Background: an optimization exercise with open tools, aiming at small area, a short achievable clock period and few clock cycles. Do not read the settings as production practice. Where RTL was checked, it was by simulation tests only, not by an equivalence proof against the original. Power and IR drop assume default switching activity. The clock port is modelled as an ideal driver; clocking choices that lean on that would not hold on a real chip.

## box3x3_star_detect_top
module box3x3_star_detect_top (
   input  logic                           clock,
   input  logic                           reset,
   input  logic                           req_valid,
   output logic                           req_ready,
   input  logic [b3sd_pkg::PIX_W-1:0]     req_pixel,
   output logic                           rsp_valid,
   input  logic                           rsp_ready,
   output logic                           rsp_star,
   output logic                           rsp_end_of_row,
   output logic                           rsp_end_of_frame,
   input  logic                           csr_valid,
   output logic                           csr_ready,
   input  logic [b3sd_pkg::CSR_IDX_W-1:0] csr_index,
   input  logic [b3sd_pkg::CSR_DATA_W-1:0] csr_data
);
clock: 5.5 ns
lec_check: 0
cap_margin: 20
core_margin: 2
core_utilization: 70
cts_buf_list: sky130_fd_sc_hd__clkbuf_8
slew_margin: 20
run.sh (not shown) runs the stock make flow with config.mk's settings and CLKGATE_MAP_FILE= SYNTH_SCRIPT=/design/flow/synth_recipe.tcl, a recipe that flattens the netlist after the stock synthesis.
Testbench counts at the start, summed over its fixed seeds: cycles 49,168.
==> next run, changes <==
CORE_UTILIZATION = 40   (was 70)
CTS_BUF_LIST = default   (was sky130_fd_sc_hd__clkbuf_8)
Final cell count went up by 12%.
Global-route usage went down by 11 points.
Clock skew went up by 0.019 ns.
Total power went up by 7.1%.
First-iteration DRC count went down by 6.9%.
Via count went down by 3.7%.
Setup slack got worse by 0.0091 ns.
Critical path depth went down by 3.
Fmax barely changes.
==> next run, changes <==
CORE_UTILIZATION = 70   (was 40)
CTS_BUF_LIST = sky130_fd_sc_hd__clkbuf_4 sky130_fd_sc_hd__clkbuf_8   (was default)
SETUP_SLACK_MARGIN = 2.9   (was default)
What happened:
- fmax rose by 11%
- cell area fell by 1.9%
- setup slack gains 0.31 ns
- synthesized area is unchanged

Another version of the RTL of box3x3_star_detect_top (not shown whole).
For scale: about 29 I/O pins, roughly 32000 um^2 of cells after synthesis.
clock: 5.5 ns
lec_check: 0
cap_margin: 20
core_margin: 2
core_utilization: 70
place_density: 0.72
setup_slack_margin: 3.2
slew_margin: 20
standard.sh (not shown) runs the stock make flow with config.mk's settings and CLKGATE_MAP_FILE= SYNTH_SCRIPT=/design/flow/synth_recipe.tcl, a recipe that flattens the netlist after the stock synthesis.
==> flow/flow/run.sh <==
#!/bin/bash
# Standard layout with plain buffers on the ports and no CTS dummy loads.
set -euo pipefail
export BUFFER_PORTS_ARGS="-buffer_cell sky130_fd_sc_hd__buf_2"
export CTS_ARGS="-sink_clustering_enable -repair_clock_nets -dont_use_dummy_load -sink_clustering_size 30 -sink_clustering_max_diameter 100"
bash standard.sh > standard.log 2>&1
Testbench counts at the start, summed over its fixed seeds: cycles 49,192.
Rerun with:
SETUP_SLACK_MARGIN = 3.35   (was 3.2)
Result:
- power hardly moves
- cell count barely changes
- worst setup slack improves by 0.069 ns
- wire length stays flat
- clock power barely changes

Setup of oak:
Another version of the RTL of box3x3_star_detect_top (not shown whole).
For scale: roughly 2,000 cells after synthesis, roughly 1,400 flip-flops, ~29 I/O pins, about 32,000 sq um of cells after synthesis.
Settings: LEC_CHECK=0, CAP_MARGIN=20, CORE_MARGIN=2, CORE_UTILIZATION=70, GPL_TIMING_DRIVEN=1, SETUP_SLACK_MARGIN=3.2, SLEW_MARGIN=20; clock period 5.5 ns.
Scripts as last shown in full above: flow/flow/run.sh
Testbench counts of oak, summed over its fixed seeds: cycles 49,192.
Relative to oak, the following input files were edited for pine:
diff --git a/flow/config.mk b/flow/config.mk
--- a/flow/config.mk
+++ b/flow/config.mk
@@ -10,3 +10,3 @@
 export CORE_UTILIZATION = 70
-export GPL_TIMING_DRIVEN = 1
+export PLACE_DENSITY = 0.72
 export SETUP_SLACK_MARGIN = 3.2
Results
On number of ports placed on the die boundary, pine and oak are neck and neck. Share of the clock period used by the worst path came out lower on pine than on oak. The final layout from pine, which completed every stage, passed the timing, DRC and antenna checks at the end of the flow. Summary of pine over oak: final cell utilization of the core was more or less identical; area of all placed cells without fillers was more or less identical; met2 capacity usage during global routing went up by 0.35 points.

box3x3_star_detect_top, a different RTL version from the one above (not shown whole).
Size: roughly 1,900 cells after synthesis.
export LEC_CHECK = 0
export CAP_MARGIN = 20
export CORE_MARGIN = 2
export CORE_UTILIZATION = 70
export CTS_CLUSTER_DIAMETER = 100
export CTS_CLUSTER_SIZE = 30
export SETUP_SLACK_MARGIN = 3.2
export SLEW_MARGIN = 20
create_clock -name core_clock -period 5.5 [get_ports {clock}]
Scripts as last shown in full above: flow/flow/run.sh
The first run produced a clean layout.
Testbench counts at the start, summed over its fixed seeds: cycles 49,184.
Edit:
- CORE_UTILIZATION: 70 -> 82
What happened:
- The new run failed in detailed placement
- synthesized area stays the same
- synthesized cell count is unchanged

Another version of the RTL of box3x3_star_detect_top (not shown whole).
Size in the first run: ~1900 cells after synthesis, roughly 1400 flip-flops, roughly 29 I/O pins, about 32000 um2 of cells after synthesis.
## box3x3_star_detect_top
module box3x3_star_detect_top (
   input  logic                           clock,
   input  logic                           reset,
   input  logic                           req_valid,
   output logic                           req_ready,
   input  logic [b3sd_pkg::PIX_W-1:0]     req_pixel,
   output logic                           rsp_valid,
   input  logic                           rsp_ready,
   output logic                           rsp_star,
   output logic                           rsp_end_of_row,
   output logic                           rsp_end_of_frame,
   input  logic                           csr_valid,
   output logic                           csr_ready,
   input  logic [b3sd_pkg::CSR_IDX_W-1:0] csr_index,
   input  logic [b3sd_pkg::CSR_DATA_W-1:0] csr_data
);
clock: 5.5 ns
lec_check: 0
cap_margin: 20
core_margin: 2
core_utilization: 70
cts_cluster_diameter: 100
cts_cluster_size: 30
setup_slack_margin: 3.2
slew_margin: 20
==> flow/flow/run.sh <==
#!/bin/bash
# Standard layout with plain buffers on the ports and no CTS dummy loads.
set -euo pipefail
export BUFFER_PORTS_ARGS="-buffer_cell sky130_fd_sc_hd__buf_2"
export CTS_ARGS="-sink_clustering_enable -repair_clock_nets -dont_use_dummy_load -sink_clustering_size 28 -sink_clustering_max_diameter 60"
bash standard.sh > standard.log 2>&1
Edit:
--- a/flow/flow/run.sh
+++ b/flow/flow/run.sh
@@ -5 +5 @@
-export CTS_ARGS="-sink_clustering_enable -repair_clock_nets -dont_use_dummy_load -sink_clustering_size 28 -sink_clustering_max_diameter 60"
+export CTS_ARGS="-sink_clustering_enable -repair_clock_nets -dont_use_dummy_load -buf_list {sky130_fd_sc_hd__clkbuf_8 sky130_fd_sc_hd__clkbuf_16} -sink_clustering_size 24 -sink_clustering_max_diameter 80"
Outcome: Via count goes up by 1.0%; worst setup slack got worse by 0.019 ns; routed wire length goes up by 2.4%; power goes up by 2.9%.
Edit:
==> flow/flow/run.sh (replaced) <==
#!/bin/bash
# Standard layout with plain buffers on the ports and no CTS dummy loads.
set -euo pipefail
export BUFFER_PORTS_ARGS="-buffer_cell sky130_fd_sc_hd__buf_2"
export CTS_ARGS="-sink_clustering_enable -repair_clock_nets -dont_use_dummy_load -sink_clustering_size 30 -sink_clustering_max_diameter 100"
bash standard.sh > standard.log 2>&1
What happened:
- sequential cell count is unchanged
- first-iteration DRC count goes down by about 9%
- worst setup slack improves by 0.022 ns
- power decreases by about 4%
- synthesized area is unchanged
- clock power came out lower by 13%
- wire length falls by about 2.7%
- hold slack is better by 0.035 ns
- global-route usage goes down by 0.75 points
No run of this note included a check of the RTL's function; only the layout flow was run.

RTL: one of the versions met above, not the one the previous note started from.
Size in the first run: roughly 1900 cells after synthesis, about 1400 flip-flops, ~0.032 sq mm of cells after synthesis.
Settings: LEC_CHECK=0, CAP_MARGIN=20, CORE_MARGIN=2, CORE_UTILIZATION=82, CTS_CLUSTER_DIAMETER=70, CTS_CLUSTER_SIZE=36, SETUP_SLACK_MARGIN=3.2, SLEW_MARGIN=20; clock period 5.5 ns.
==> flow/flow/run.sh <==
#!/bin/bash
# Standard layout with plain buffers on the ports and no CTS dummy loads.
set -euo pipefail
export BUFFER_PORTS_ARGS="-buffer_cell sky130_fd_sc_hd__buf_2"
export CTS_ARGS="-sink_clustering_enable -repair_clock_nets -dont_use_dummy_load -sink_clustering_size 36 -sink_clustering_max_diameter 70"
bash standard.sh > standard.log 2>&1
The baseline aborted during 3_5_place_dp.
Testbench counts at the start, summed over its fixed seeds: cycles 49,184.
Rerun with:
--- a/flow/flow/run.sh
+++ b/flow/flow/run.sh
@@ -5 +5 @@
-export CTS_ARGS="-sink_clustering_enable -repair_clock_nets -dont_use_dummy_load -sink_clustering_size 36 -sink_clustering_max_diameter 70"
+export CTS_ARGS="-sink_clustering_enable -repair_clock_nets -dont_use_dummy_load -sink_clustering_size 30 -sink_clustering_max_diameter 100"
- CELL_PAD_IN_SITES_DETAIL_PLACEMENT: unset -> 0
- CELL_PAD_IN_SITES_GLOBAL_PLACEMENT: unset -> 0
- CORE_UTILIZATION: 82 -> 78
- CTS_CLUSTER_DIAMETER: 70 -> unset
- CTS_CLUSTER_SIZE: 36 -> unset
- PLACE_DENSITY: unset -> 0.84
After rerunning: The new run aborted during 4_1_cts; area after synthesis is unchanged; synthesized cell count is unchanged.
Rerun with:
--- a/flow/flow/run.sh
+++ b/flow/flow/run.sh
@@ -5 +5 @@
-export CTS_ARGS="-sink_clustering_enable -repair_clock_nets -dont_use_dummy_load -sink_clustering_size 30 -sink_clustering_max_diameter 100"
+export CTS_ARGS="-sink_clustering_enable -repair_clock_nets -dont_use_dummy_load -sink_clustering_size 36 -sink_clustering_max_diameter 70"
- CELL_PAD_IN_SITES_DETAIL_PLACEMENT: 0 -> unset
- CELL_PAD_IN_SITES_GLOBAL_PLACEMENT: 0 -> unset
- CORE_UTILIZATION: 78 -> 80
- PLACE_DENSITY: 0.84 -> 0.86
This time the run died in 3_5_place_dp.
Area after synthesis stays the same.
Synthesized cell count does not change.
Rerun with:
--- a/flow/flow/run.sh
+++ b/flow/flow/run.sh
@@ -5 +5 @@
-export CTS_ARGS="-sink_clustering_enable -repair_clock_nets -dont_use_dummy_load -sink_clustering_size 36 -sink_clustering_max_diameter 70"
+export CTS_ARGS="-sink_clustering_enable -repair_clock_nets -dont_use_dummy_load -sink_clustering_size 30 -sink_clustering_max_diameter 100"
Outcome: The new run never finished: it broke off in 3_5_place_dp, error DPL-0033. Synthesized cell count does not change. Area after synthesis stays the same.

## port drivers added, routing unchanged
Ports are ideal in the flow. The routed layouts listed here were re-timed in OpenROAD. Step 1: set_driving_cell puts a clkbuf_16 on clock and a buf_2 on each other input, an assumption about the parent block. Step 2 moves the port delays by t, midway between the first and last clock arrival at a register: inputs arrive t later, outputs are due t later. That takes back most of the time a late clock gives input paths. Three values: ideal ports, drivers, drivers and shift; two values: the first two.
| run | shift t [ns] | setup slack, ns | worst setup path at the end | latest minus earliest clock arrival (ns) | cell pins on the clock port's net |
|---|---|---|---|---|---|
| the first run of note 1 | 0.821 | 2.407 / 2.407 / 1.769 | input to register | 0.039 / 0.039 | 1 |
| the second run of note 1 | 0.708 | 2.398 / 2.433 / 1.725 | input to register | 0.074 / 0.074 | 1 |
| the third run of note 1 | 0.837 | 2.711 / 2.711 / 2.171 | input to register | 0.049 / 0.049 | 1 |
| the first run of note 2 | 0.673 | 3.260 / 3.248 / 2.671 | input to register | 0.060 / 0.059 | 1 |
| the second run of note 2 | 0.696 | 3.329 / 3.269 / 2.759 | input to register | 0.076 / 0.076 | 1 |
| oak | 0.670 | 3.312 / 3.253 / 2.777 | input to register | 0.066 / 0.066 | 1 |
| pine | 0.666 | 3.320 / 3.261 / 2.777 | input to register | 0.072 / 0.072 | 1 |
| the first run of note 4 | 0.666 | 3.263 / 3.206 / 2.682 | input to register | 0.059 / 0.059 | 1 |
| the first run of note 5 | 0.669 | 3.267 / 3.208 / 2.659 | input to register | 0.106 / 0.106 | 1 |
| the second run of note 5 | 0.649 | 3.247 / 3.190 / 2.817 | input to register | 0.069 / 0.069 | 1 |
| the third run of note 5 | 0.665 | 3.270 / 3.212 / 2.745 | input to register | 0.046 / 0.047 | 1 |
After both steps setup and hold are still met in every run listed. For the second run of note 1, which loses most, drivers alone change the setup slack by +0.035 ns; drivers and shift together by -0.673 ns.
